Context: an optimization exercise on an open-source flow, tuned for a short achievable clock period and few clock cycles per item. The choices shown serve that exercise and are no tape-out recipe.
Function was checked by simulation only, so behaviour that the tests miss may differ from the original.
Power is estimated from default activity; no workload was simulated.

==> design.v <==
package sha1s_pkg;
   localparam int WORD_W  = 32;
   localparam int COUNT_W = 61;
   localparam logic [WORD_W-1:0] H0_INIT = 32'h67452301;
   localparam logic [WORD_W-1:0] H1_INIT = 32'hefcdab89;
   localparam logic [WORD_W-1:0] H2_INIT = 32'h98badcfe;
   localparam logic [WORD_W-1:0] H3_INIT = 32'h10325476;
   localparam logic [WORD_W-1:0] H4_INIT = 32'hc3d2e1f0;
   localparam logic [WORD_W-1:0] K_CH  = 32'h5a827999;
   localparam logic [WORD_W-1:0] K_P1  = 32'h6ed9eba1;
   localparam logic [WORD_W-1:0] K_MAJ = 32'h8f1bbcdc;
   localparam logic [WORD_W-1:0] K_P2  = 32'hca62c1d6;
   localparam logic [7:0] PAD_BYTE = 8'h80;
endpackage
import sha1s_pkg::*;
module sha1s_front (
   input  logic         clock,
   input  logic         reset,
   input  logic         head_valid,
   input  logic [7:0]   head_byte,
   input  logic         head_has,
   input  logic         head_last,
   output logic         pop,
   output logic [511:0] blk_words,
   output logic         blk_ready,
   output logic         blk_final,
   input  logic         blk_take
);
   typedef enum logic [1:0] {
      ST_DATA = 2'd0,
      ST_PAD1 = 2'd1,
      ST_PAD2 = 2'd2
   } front_state_type;
   front_state_type state_ff;
   logic [5:0]      pos_ff;       
   logic [54:0]     blocks_ff;    
   logic [7:0]      buf_ff [64];
   logic            ready_ff, final_ff;
   logic            wr_byte, wr_pad, wr_len, done_msg, blk_full;
   logic [63:0]     len_bits;
   assign pop      = (state_ff == ST_DATA) && !ready_ff;
   assign wr_byte  = pop && head_valid && head_has;
   assign blk_full = wr_byte && (pos_ff == 6'd63);
   assign wr_pad   = (state_ff == ST_PAD1) && !ready_ff;
   assign wr_len   = (wr_pad && (pos_ff < 6'd56)) || ((state_ff == ST_PAD2) && !ready_ff);
   assign done_msg = wr_len;
   assign len_bits = {blocks_ff, pos_ff, 3'b000};
   always_ff @(posedge clock) begin
      if (reset) begin
         state_ff  <= ST_DATA;
         pos_ff    <= '0;
         blocks_ff <= '0;
         ready_ff  <= 1'b0;
         final_ff  <= 1'b0;
      end else begin
         if (blk_take) begin
            ready_ff <= 1'b0;
            final_ff <= 1'b0;
         end
         unique case (state_ff)
            ST_DATA: begin
               if (pop && head_valid) begin
                  if (head_has) begin
                     pos_ff <= pos_ff + 1'b1;
                     if (blk_full) begin
                        blocks_ff <= blocks_ff + 1'b1;
                        ready_ff  <= 1'b1;
                     end
                  end
                  if (head_last) begin
                     state_ff <= ST_PAD1;
                  end
               end
            end
            ST_PAD1: begin
               if (!ready_ff) begin
                  ready_ff <= 1'b1;
                  state_ff <= wr_len ? ST_DATA : ST_PAD2;
               end
            end
            ST_PAD2: begin
               if (!ready_ff) begin
                  ready_ff <= 1'b1;
                  state_ff <= ST_DATA;
               end
            end
            default: begin
               state_ff <= ST_DATA;
            end
         endcase
         if (done_msg) begin
            final_ff  <= 1'b1;
            pos_ff    <= '0;
            blocks_ff <= '0;
         end
      end
   end
   always_ff @(posedge clock) begin
      for (int j = 0; j < 64; j++) begin
         if (reset || blk_take) begin
            buf_ff[j] <= 8'h00;
         end else if (wr_byte && (pos_ff == j)) begin
            buf_ff[j] <= head_byte;
         end else if (wr_pad && (pos_ff == j)) begin
            buf_ff[j] <= PAD_BYTE;
         end else if (wr_len && (j >= 56)) begin
            buf_ff[j] <= len_bits[8*(63-j) +: 8];
         end
      end
   end
   always_comb begin
      for (int j = 0; j < 64; j++) begin
         blk_words[8*(63-j) +: 8] = buf_ff[j];
      end
   end
   assign blk_ready = ready_ff;
   assign blk_final = final_ff;
endmodule
import sha1s_pkg::*;
module sha1s_queue #(
   parameter int DEPTH = 4
) (
   input  logic       clock,
   input  logic       reset,
   input  logic       req_valid,
   output logic       req_stall,
   input  logic [7:0] req_data_byte,
   input  logic       req_has_byte,
   input  logic       req_last,
   input  logic       pop,
   output logic       head_valid,
   output logic [7:0] head_byte,
   output logic       head_has,
   output logic       head_last
);
   localparam int PTR_W = $clog2(DEPTH);
   localparam int CNT_W = $clog2(DEPTH + 1);
   localparam logic [CNT_W:0] STALL_AT = DEPTH;
   logic             in_v_ff, in_has_ff, in_last_ff;
   logic [7:0]       in_byte_ff;
   logic             stall_ff;
   logic [9:0]       entries_ff [DEPTH];
   logic [PTR_W-1:0] wr_ptr_ff, rd_ptr_ff;
   logic [CNT_W-1:0] fill_ff, fill_in;
   logic             push, do_pop;
   assign req_stall = stall_ff;
   assign push       = in_v_ff && (in_has_ff || in_last_ff);
   assign head_valid = (fill_ff != '0);
   assign do_pop     = pop && head_valid;
   assign {head_byte, head_has, head_last} = entries_ff[rd_ptr_ff];
   always_comb begin
      fill_in = fill_ff;
      if (push && !do_pop) begin
         fill_in = fill_ff + 1'b1;
      end else if (do_pop && !push) begin
         fill_in = fill_ff - 1'b1;
      end
   end
   always_ff @(posedge clock) begin
      in_byte_ff <= req_data_byte;
      in_has_ff  <= req_has_byte;
      in_last_ff <= req_last;
      if (push) begin
         entries_ff[wr_ptr_ff] <= {in_byte_ff, in_has_ff, in_last_ff};
      end
   end
   always_ff @(posedge clock) begin
      if (reset) begin
         in_v_ff   <= 1'b0;
         stall_ff  <= 1'b0;
         wr_ptr_ff <= '0;
         rd_ptr_ff <= '0;
         fill_ff   <= '0;
      end else begin
         in_v_ff  <= req_valid && !stall_ff;
         stall_ff <= ({1'b0, fill_in} + {{CNT_W{1'b0}}, !stall_ff}) >= STALL_AT;
         fill_ff  <= fill_in;
         if (push) begin
            wr_ptr_ff <= wr_ptr_ff + 1'b1;
         end
         if (do_pop) begin
            rd_ptr_ff <= rd_ptr_ff + 1'b1;
         end
      end
   end
endmodule
import sha1s_pkg::*;
module sha1s_core (
   input  logic         clock,
   input  logic         reset,
   input  logic [511:0] blk_words,
   input  logic         blk_ready,
   input  logic         blk_final,
   output logic         blk_take,
   output logic         rsp_valid,
   input  logic         rsp_stall,
   output logic [31:0]  rsp_digest_word_a,
   output logic [31:0]  rsp_digest_word_b,
   output logic [31:0]  rsp_digest_word_c,
   output logic [31:0]  rsp_digest_word_d,
   output logic [31:0]  rsp_digest_word_e
);
   localparam logic [WORD_W-1:0] Y_NEW = H4_INIT + K_CH;
   function automatic logic [WORD_W-1:0] rotl1(input logic [WORD_W-1:0] v);
      rotl1 = {v[WORD_W-2:0], v[WORD_W-1]};
   endfunction
   function automatic logic [WORD_W-1:0] rotl5(input logic [WORD_W-1:0] v);
      rotl5 = {v[WORD_W-6:0], v[WORD_W-1:WORD_W-5]};
   endfunction
   function automatic logic [WORD_W-1:0] rotl30(input logic [WORD_W-1:0] v);
      rotl30 = {v[1:0], v[WORD_W-1:2]};
   endfunction
   logic [WORD_W-1:0] a_ff, b_ff, c_ff, d_ff, p_ff;
   logic [WORD_W-1:0] y_ff;
   logic [WORD_W-1:0] h_ff   [5];
   logic [WORD_W-1:0] win_ff [16];    
   logic [WORD_W-1:0] dig_ff [5];
   logic [6:0]        rnd_ff;
   logic              last_ff;        
   logic              idle_ff;        
   logic              fin_ff;         
   logic              ph_ch_ff, ph_maj_ff;
   logic              rsp_valid_ff;
   logic [WORD_W-1:0] f_val, t_val, p_in, y_in, w_next;
   logic [WORD_W-1:0] blk_w [16];
   logic [WORD_W-1:0] sum1, sum2, sum3, sum4;
   logic              round, emit, start, go_idle;
   always_comb begin
      for (int i = 0; i < 16; i++) begin
         blk_w[i] = blk_words[511 - 32*i -: 32];
      end
   end
   assign round   = !last_ff;
   assign emit    = last_ff && !idle_ff && fin_ff && !rsp_valid_ff;
   assign start   = last_ff && blk_ready && (idle_ff || !fin_ff || !rsp_valid_ff);
   assign go_idle = emit && !blk_ready;
   assign blk_take = start;
   always_comb begin
      if (ph_ch_ff) begin
         f_val = (b_ff & c_ff) | (~b_ff & d_ff);
      end else if (ph_maj_ff) begin
         f_val = (b_ff & c_ff) | (b_ff & d_ff) | (c_ff & d_ff);
      end else begin
         f_val = b_ff ^ c_ff ^ d_ff;
      end
   end
   assign t_val  = rotl5(a_ff) + f_val + p_ff;
   assign w_next = rotl1(win_ff[13] ^ win_ff[8] ^ win_ff[2] ^ win_ff[0]);
   assign p_in   = ((last_ff && fin_ff) ? '0 : d_ff) + y_ff + (last_ff ? blk_w[0] : win_ff[1]);
   assign sum1 = h_ff[1] + a_ff;
   assign sum2 = h_ff[2] + rotl30(b_ff);
   assign sum3 = h_ff[3] + c_ff;
   assign sum4 = h_ff[4] + d_ff;
   always_comb begin
      if (rnd_ff < 7'd18) begin
         y_in = K_CH;
      end else if (rnd_ff < 7'd38) begin
         y_in = K_P1;
      end else if (rnd_ff < 7'd58) begin
         y_in = K_MAJ;
      end else if (rnd_ff < 7'd77) begin
         y_in = K_P2;
      end else if (rnd_ff == 7'd77) begin
         y_in = h_ff[0] + K_P2;
      end else begin
         y_in = fin_ff ? Y_NEW : (h_ff[4] + K_CH);
      end
   end
   always_ff @(posedge clock) begin
      if (reset) begin
         last_ff      <= 1'b1;
         idle_ff      <= 1'b1;
         fin_ff       <= 1'b1;
         y_ff         <= Y_NEW;
         rsp_valid_ff <= 1'b0;
      end else begin
         rsp_valid_ff <= emit || (rsp_valid_ff && rsp_stall);
         if (round) begin
            rnd_ff    <= rnd_ff + 1'b1;
            last_ff   <= (rnd_ff == 7'd78);
            ph_ch_ff  <= (rnd_ff < 7'd19);
            ph_maj_ff <= (rnd_ff >= 7'd39) && (rnd_ff < 7'd59);
            y_ff      <= y_in;
         end
         if (go_idle) begin
            idle_ff <= 1'b1;
         end
         if (start) begin
            rnd_ff    <= '0;
            last_ff   <= 1'b0;
            idle_ff   <= 1'b0;
            fin_ff    <= blk_final;
            ph_ch_ff  <= 1'b1;
            ph_maj_ff <= 1'b0;
            y_ff      <= K_CH;
         end
      end
   end
   always_ff @(posedge clock) begin
      if (round) begin
         a_ff <= t_val;
         b_ff <= a_ff;
         c_ff <= rotl30(b_ff);
         d_ff <= c_ff;
         p_ff <= p_in;
         for (int i = 0; i < 15; i++) begin
            win_ff[i] <= win_ff[i + 1];
         end
         win_ff[15] <= w_next;
      end
      if (start) begin
         p_ff <= p_in;
         for (int i = 0; i < 16; i++) begin
            win_ff[i] <= blk_w[i];
         end
         if (fin_ff) begin
            a_ff    <= H0_INIT;
            b_ff    <= H1_INIT;
            c_ff    <= H2_INIT;
            d_ff    <= H3_INIT;
            h_ff[0] <= H0_INIT;
            h_ff[1] <= H1_INIT;
            h_ff[2] <= H2_INIT;
            h_ff[3] <= H3_INIT;
            h_ff[4] <= H4_INIT;
         end else begin
            a_ff    <= t_val;
            b_ff    <= sum1;
            c_ff    <= sum2;
            d_ff    <= sum3;
            h_ff[0] <= t_val;
            h_ff[1] <= sum1;
            h_ff[2] <= sum2;
            h_ff[3] <= sum3;
            h_ff[4] <= sum4;
         end
      end
      if (emit) begin
         dig_ff[0] <= t_val;
         dig_ff[1] <= sum1;
         dig_ff[2] <= sum2;
         dig_ff[3] <= sum3;
         dig_ff[4] <= sum4;
      end
   end
   assign rsp_valid         = rsp_valid_ff;
   assign rsp_digest_word_a = dig_ff[0];
   assign rsp_digest_word_b = dig_ff[1];
   assign rsp_digest_word_c = dig_ff[2];
   assign rsp_digest_word_d = dig_ff[3];
   assign rsp_digest_word_e = dig_ff[4];
endmodule
import sha1s_pkg::*;
module sha1_stream_hasher #(
   parameter int QUEUE_DEPTH = 4
) (
   input  logic        clock,
   input  logic        reset,
   input  logic        req_valid,
   output logic        req_stall,
   input  logic [7:0]  req_data_byte,
   input  logic        req_has_byte,
   input  logic        req_last,
   output logic        rsp_valid,
   input  logic        rsp_stall,
   output logic [31:0] rsp_digest_word_a,
   output logic [31:0] rsp_digest_word_b,
   output logic [31:0] rsp_digest_word_c,
   output logic [31:0] rsp_digest_word_d,
   output logic [31:0] rsp_digest_word_e
);
   logic         pop, head_valid, head_has, head_last;
   logic [7:0]   head_byte;
   logic [511:0] blk_words;
   logic         blk_ready, blk_final, blk_take;
   sha1s_queue #(
      .DEPTH (QUEUE_DEPTH)
   ) u_queue (
      .clock         (clock),
      .reset         (reset),
      .req_valid     (req_valid),
      .req_stall     (req_stall),
      .req_data_byte (req_data_byte),
      .req_has_byte  (req_has_byte),
      .req_last      (req_last),
      .pop           (pop),
      .head_valid    (head_valid),
      .head_byte     (head_byte),
      .head_has      (head_has),
      .head_last     (head_last)
   );
   sha1s_front u_front (
      .clock      (clock),
      .reset      (reset),
      .head_valid (head_valid),
      .head_byte  (head_byte),
      .head_has   (head_has),
      .head_last  (head_last),
      .pop        (pop),
      .blk_words  (blk_words),
      .blk_ready  (blk_ready),
      .blk_final  (blk_final),
      .blk_take   (blk_take)
   );
   sha1s_core u_core (
      .clock             (clock),
      .reset             (reset),
      .blk_words         (blk_words),
      .blk_ready         (blk_ready),
      .blk_final         (blk_final),
      .blk_take          (blk_take),
      .rsp_valid         (rsp_valid),
      .rsp_stall         (rsp_stall),
      .rsp_digest_word_a (rsp_digest_word_a),
      .rsp_digest_word_b (rsp_digest_word_b),
      .rsp_digest_word_c (rsp_digest_word_c),
      .rsp_digest_word_d (rsp_digest_word_d),
      .rsp_digest_word_e (rsp_digest_word_e)
   );
endmodule
==> run.sh <==
#!/bin/bash
# synth_recipe.tcl (not shown) runs the flow's synth.tcl, then flattens the netlist and writes it again
# the make line also repeats each setting of config.mk as NAME=value (left out here)
make -C /OpenROAD-flow-scripts/flow DESIGN_CONFIG=/design/flow/config.mk WORK_HOME=/design/flow/orfs CLKGATE_MAP_FILE= SYNTH_SCRIPT=/design/flow/synth_recipe.tcl finish
==> config.mk <==
export PLATFORM = sky130hd
export DESIGN_NAME = sha1_stream_hasher
export DESIGN_NICKNAME = sha1_stream_hasher
export VERILOG_FILES = /design/flow/design.v
export SDC_FILE = /design/flow/constraint.sdc
export NUM_CORES = 4
export LEC_CHECK = 0
export CAP_MARGIN = 20
export CORE_MARGIN = 2
export CORE_UTILIZATION = 40
export SLEW_MARGIN = 20
==> constraint.sdc <==
create_clock -name core_clock -period 8.0 [get_ports {clock}]
set_input_delay 1.6000 -clock core_clock [delete_from_list [all_inputs] [get_ports {clock}]]
set_output_delay 1.6000 -clock core_clock [all_outputs]
set_load 0.01 [all_outputs]
==> results.txt <==
- Status: complete, no violations
- Vias: between 50,000 and 60,000
- Mapped Area: 79,100 um^2
- Slew HR: 0.217
- Worst reg2reg startpoint: u_core.last_ff$_SDFF_PP1_
- Initial drt markers: around 5,300
- Hold_sp: u_front.buf_ff[63][7]$_SDFFE_PP0P_
- Number of synthesized flops with an enable pin: around 1,000
- Vias in the first global route: about 57,000
- Slew Viols, Final: 0
- DRT antenna net count: 0
- CTS tree: yes
- Resized Gates After CTS: 0
- First-pass DRT Iterations: 8
- Reg-to-Reg End: u_core.p_ff[12]$_DFFE_PN_
- Critical Path AT: 5.66 ns
- Syn_area_per_cell: approximately 10 um^2
- Min-delay worst type: register to register
- Buffers on Ports: 175
- Largest delay share family, worst path: buffers and inverters
- WL final: 244,000 um
- DRC viols: 0
- Crit-path max FO: 283
- Routability cong.: between 0.9 and 1
- VDD IR max: 478 uV
- Post-synthesis register bit count: 1,675
- Final hold vios: 0
- Nets: between 8,000 and 9,000
- Design area: about 90,000 um^2
- Cells after Synth: around 8,000
- Critical path class: register to register
- PwrDens: about 500 nW/um^2
- Minimum clock period: 5.22 ns
- Core outline area: around 200,000 um^2
- Die width: 449 um
- Max Freq: 0.192 GHz
- Num rows: between 150 and 200
- Slowest CP cell: nor2_1
- Post-synthesis sequential area ratio: 0.556
- Critical path data required time: ~8.4 ns
- H-tree depth: 4
- Syn. warnings: 64
- Yosys cell types: slightly below 90
- Setup TNS: 0 ns
- Area Growth Syn to Fin: 13.5%
- I/O Pins: ~180
- Synth Net Count: 8,278
- Initial Util: 0.402
- Ratio of cells with drive above 1 in the final layout: 0.0655
- Drt wl/cell: 22.6 um
- Die outline height: between 400 and 500 um
- Max cap viols: 0
- Hold-fix buffers, CTS: 0
- R2R setup slack: 2.78 ns
- Post-synth ARST share: 0
- Clock transition at path regs: around 0.06 ns
- Yosys top cell by area: edfxtp_1
- Leak pwr: approximately 34 nW
- # setup viols final: 0
- DP Area: ~84,000 um^2
- First-pass GRT wire length: roughly 360,000 um
- Clk Latency, worst-skew pair: ~0.87 ns
- Ranking of synthesized cells by area: edfxtp_1, dfxtp_1, nand2_1
- Crit share post-route: 0.652
- Worst Path Buf+Inv: 5
- HPWL after DPL: approximately 170,000 um
- # Post-CTS Setup Buffers: 0
- Max incr delay on CP: ~0.67 ns
- Power, Total: between 0.04 and 0.05 W
- Crit path launch type: register
- Congestion Overflow GR: 0
- CTS Buf Count: 178
- Root buf cell: clkbuf_16
- CP Capture Type: register
- Min-Delay Path Depth: 2
- FF-to-FF path depth: 8
- Clock sinks: between 1,500 and 2,000
- Crit path cell chain: buf_4 -> clkinv_1 -> nor2_1 -> o21ai_4 -> inv_8 -> nor2_1 -> clkinv_16 -> buf_4
- Synth top area share: 0.395
- Worst Max-Slew Pin Slew: about 1.2 ns
- Vias per inst: between 5 and 6
- Hold Path Sink: u_front.buf_ff[63][7]$_SDFFE_PP0P_
- RSZ-0062 raised after global routing: no
- Die ar.: between 200,000 and 250,000 um^2
- Initial antenna violation count: 4
- Largest net degree at the start of global routing: ~280
- GRT Resource Usage Total: 0.236
- Layout Skew: ~0.065 ns
- Fill cells: 18,611
- Maximum clock insertion buffer count: 3
- Main synth FF type: edfxtp_1
- Min Hold Slack: between 0.4 and 0.5 ns
[cell families (layout without fill, tap and decap cells)]
family,after synthesis,after routing,synth area share
AO/OA/AOI/OAI,1559,1559,0.128
XOR/XNOR,368,368,0.0407
adder cells (fa/ha/maj),337,337,0.0628
buffers and inverters,725,946,0.0347
flip-flops,1675,1675,0.556
multiplexers,79,79,0.0110
other,0,7,0
AND/OR/NAND/NOR,3184,3184,0.167
[state kept, by name, summed over array words and instances, names as in the netlist, 8 cells and up, named ones only]
| signal | cells |
|---|---|
| u_core.a_ff | 32 |
| u_core.b_ff | 32 |
| u_core.c_ff | 32 |
| u_core.d_ff | 32 |
| u_core.dig_ff | 160 |
| u_core.h_ff | 160 |
| u_core.p_ff | 32 |
| u_core.win_ff | 512 |
| u_core.y_ff | 32 |
| u_front.blocks_ff | 55 |
| u_front.buf_ff | 512 |
| u_queue.entries_ff | 40 |
| u_queue.in_byte_ff | 8 |
[tightest hold or removal path, stage by stage (launching register included)]
cell and delay [ns]:
dfxtp_1 0.31, nand2_1 0.05, a21oi_1 0.05
[stage by stage]
stage                     setup WS (ns)  cells  utilization
after floorplan                   0.401   7927            -
after global placement             2.86  10456        0.425
after detailed placement           2.82  10456        0.425
after CTS                          2.78  10788        0.456
after global routing               2.48  10789        0.456
final                              2.78  10795        0.456
[cell usage after synthesis (72+ instances only)]
library cell / n
o21ai_0: 321
nor2_1: 884
nand3_1: 72
a22oi_1: 398
edfxtp_1: 1041
xnor2_1: 273
dfxtp_1: 634
ha_1: 237
a21o_1: 119
fa_1: 100
nand2_1: 1796
or2_2: 83
a21oi_1: 351
inv_1: 332
xor2_1: 95
clkbuf_1: 356
nor2b_1: 88
[layout make-up]
cell class | count | area, um^2 | share of cell area
Antenna cell | 7 | 17.5 | 0.000195
Clock buffer | 241 | 4950 | 0.0552
Multi-Input combinational cell | 5527 | 32500 | 0.362
Inverter | 334 | 1290 | 0.0143
Tap cell | 2640 | 3300 | 0.0368
Timing Repair Buffer | 280 | 2650 | 0.0295
Sequential cell | 1675 | 44000 | 0.489
Clock inverter | 91 | 1150 | 0.0128
[routing by layer]
layer	part of all wire	track usage	wire (um)	vias to the layer above
li1	-	-	-	27524
met1	0.41	0.307	101000	29086
met2	0.47	0.384	115000	2215
met4	0.055	0.123	13500	0
met3	0.062	0.0322	15300	536
met5	0	0	0	-
[power by group]
part | internal (W) | total (W) | switching (W)
registers | 0.0137 | 0.0158 | 0.00209
logic | 0.00703 | 0.0204 | 0.0134
clock network | 0.00491 | 0.00857 | 0.00366
[cell usage in the layout, fill, tap and decap left out, types with 37 or more instances in the layout]
| master | netlist | routed |
|---|---|---|
| xor2_1 | 95 | 95 |
| nand2b_1 | 42 | 42 |
| nand3_1 | 72 | 72 |
| inv_1 | 332 | 331 |
| buf_4 | 0 | 96 |
| nand2_1 | 1796 | 1794 |
| a21oi_1 | 351 | 351 |
| fa_1 | 100 | 100 |
| mux2i_1 | 42 | 42 |
| or2_2 | 83 | 83 |
| and2_1 | 38 | 37 |
| clkbuf_16 | 0 | 180 |
| xnor2_1 | 273 | 273 |
| a22oi_1 | 398 | 398 |
| and3_1 | 52 | 52 |
| o22ai_1 | 62 | 62 |
| edfxtp_1 | 1041 | 1041 |
| nor2b_1 | 88 | 88 |
| clkdlybuf4s50_1 | 0 | 175 |
| a21o_1 | 119 | 119 |
| nor2_1 | 884 | 878 |
| ha_1 | 237 | 237 |
| o21ai_0 | 321 | 314 |
| dfxtp_1 | 634 | 632 |
| clkbuf_1 | 356 | 39 |
[worst max-delay path by stage]
stage                             endpoint                  startpoint  cells past startpoint
2_1_floorplan  u_core.idle_ff$_SDFFE_PP1P_  u_core.fin_ff$_SDFFE_PP1P_                      5
6_report         u_core.p_ff[12]$_DFFE_PN_   u_core.last_ff$_SDFF_PP1_                      8
3_3_place_gp     u_core.p_ff[30]$_DFFE_PN_   u_core.last_ff$_SDFF_PP1_                     16
3_5_place_dp     u_core.p_ff[14]$_DFFE_PN_   u_core.last_ff$_SDFF_PP1_                      8
4_1_cts          u_core.p_ff[13]$_DFFE_PN_   u_core.last_ff$_SDFF_PP1_                      8
5_1_grt          u_core.p_ff[14]$_DFFE_PN_   u_core.last_ff$_SDFF_PP1_                      8
Testbench counts, summed over its fixed seeds: cycles 159,226, bytes 118,990.

-- static timing again, ports no longer ideal --
The results above use ideal ports. As a check the final layout listed here was re-extracted and re-timed, cells and wires unchanged.
Step 1 (the two cells are an assumption about what drives the block):
set clk [get_ports {clock}]
set_driving_cell -lib_cell sky130_fd_sc_hd__clkbuf_16 $clk
set_driving_cell -lib_cell sky130_fd_sc_hd__buf_2 [delete_from_list [all_inputs] $clk]
Step 2 adds t to the input delays and takes it off the output delays; t is the mean of the earliest and latest rising clock arrival at the registers after step 1. Input paths then give back, and output paths get back, about the clock's delay inside the block.
Slacks: ideal ports / drivers / drivers and shift; pairs: ideal ports / drivers.
t, ns: 0.922
slack for setup (ns): 2.784 / 2.784 / 2.784
hold WS [ns]: 0.460 / 0.460 / 0.460
slew at the worst register clock pin (ns): 0.07 / 0.07
cell pins on the clock port's net: 1
After both steps setup and hold are still met in this run. For this run, drivers alone change the setup slack by 0.000 ns; drivers and shift together by 0.000 ns.
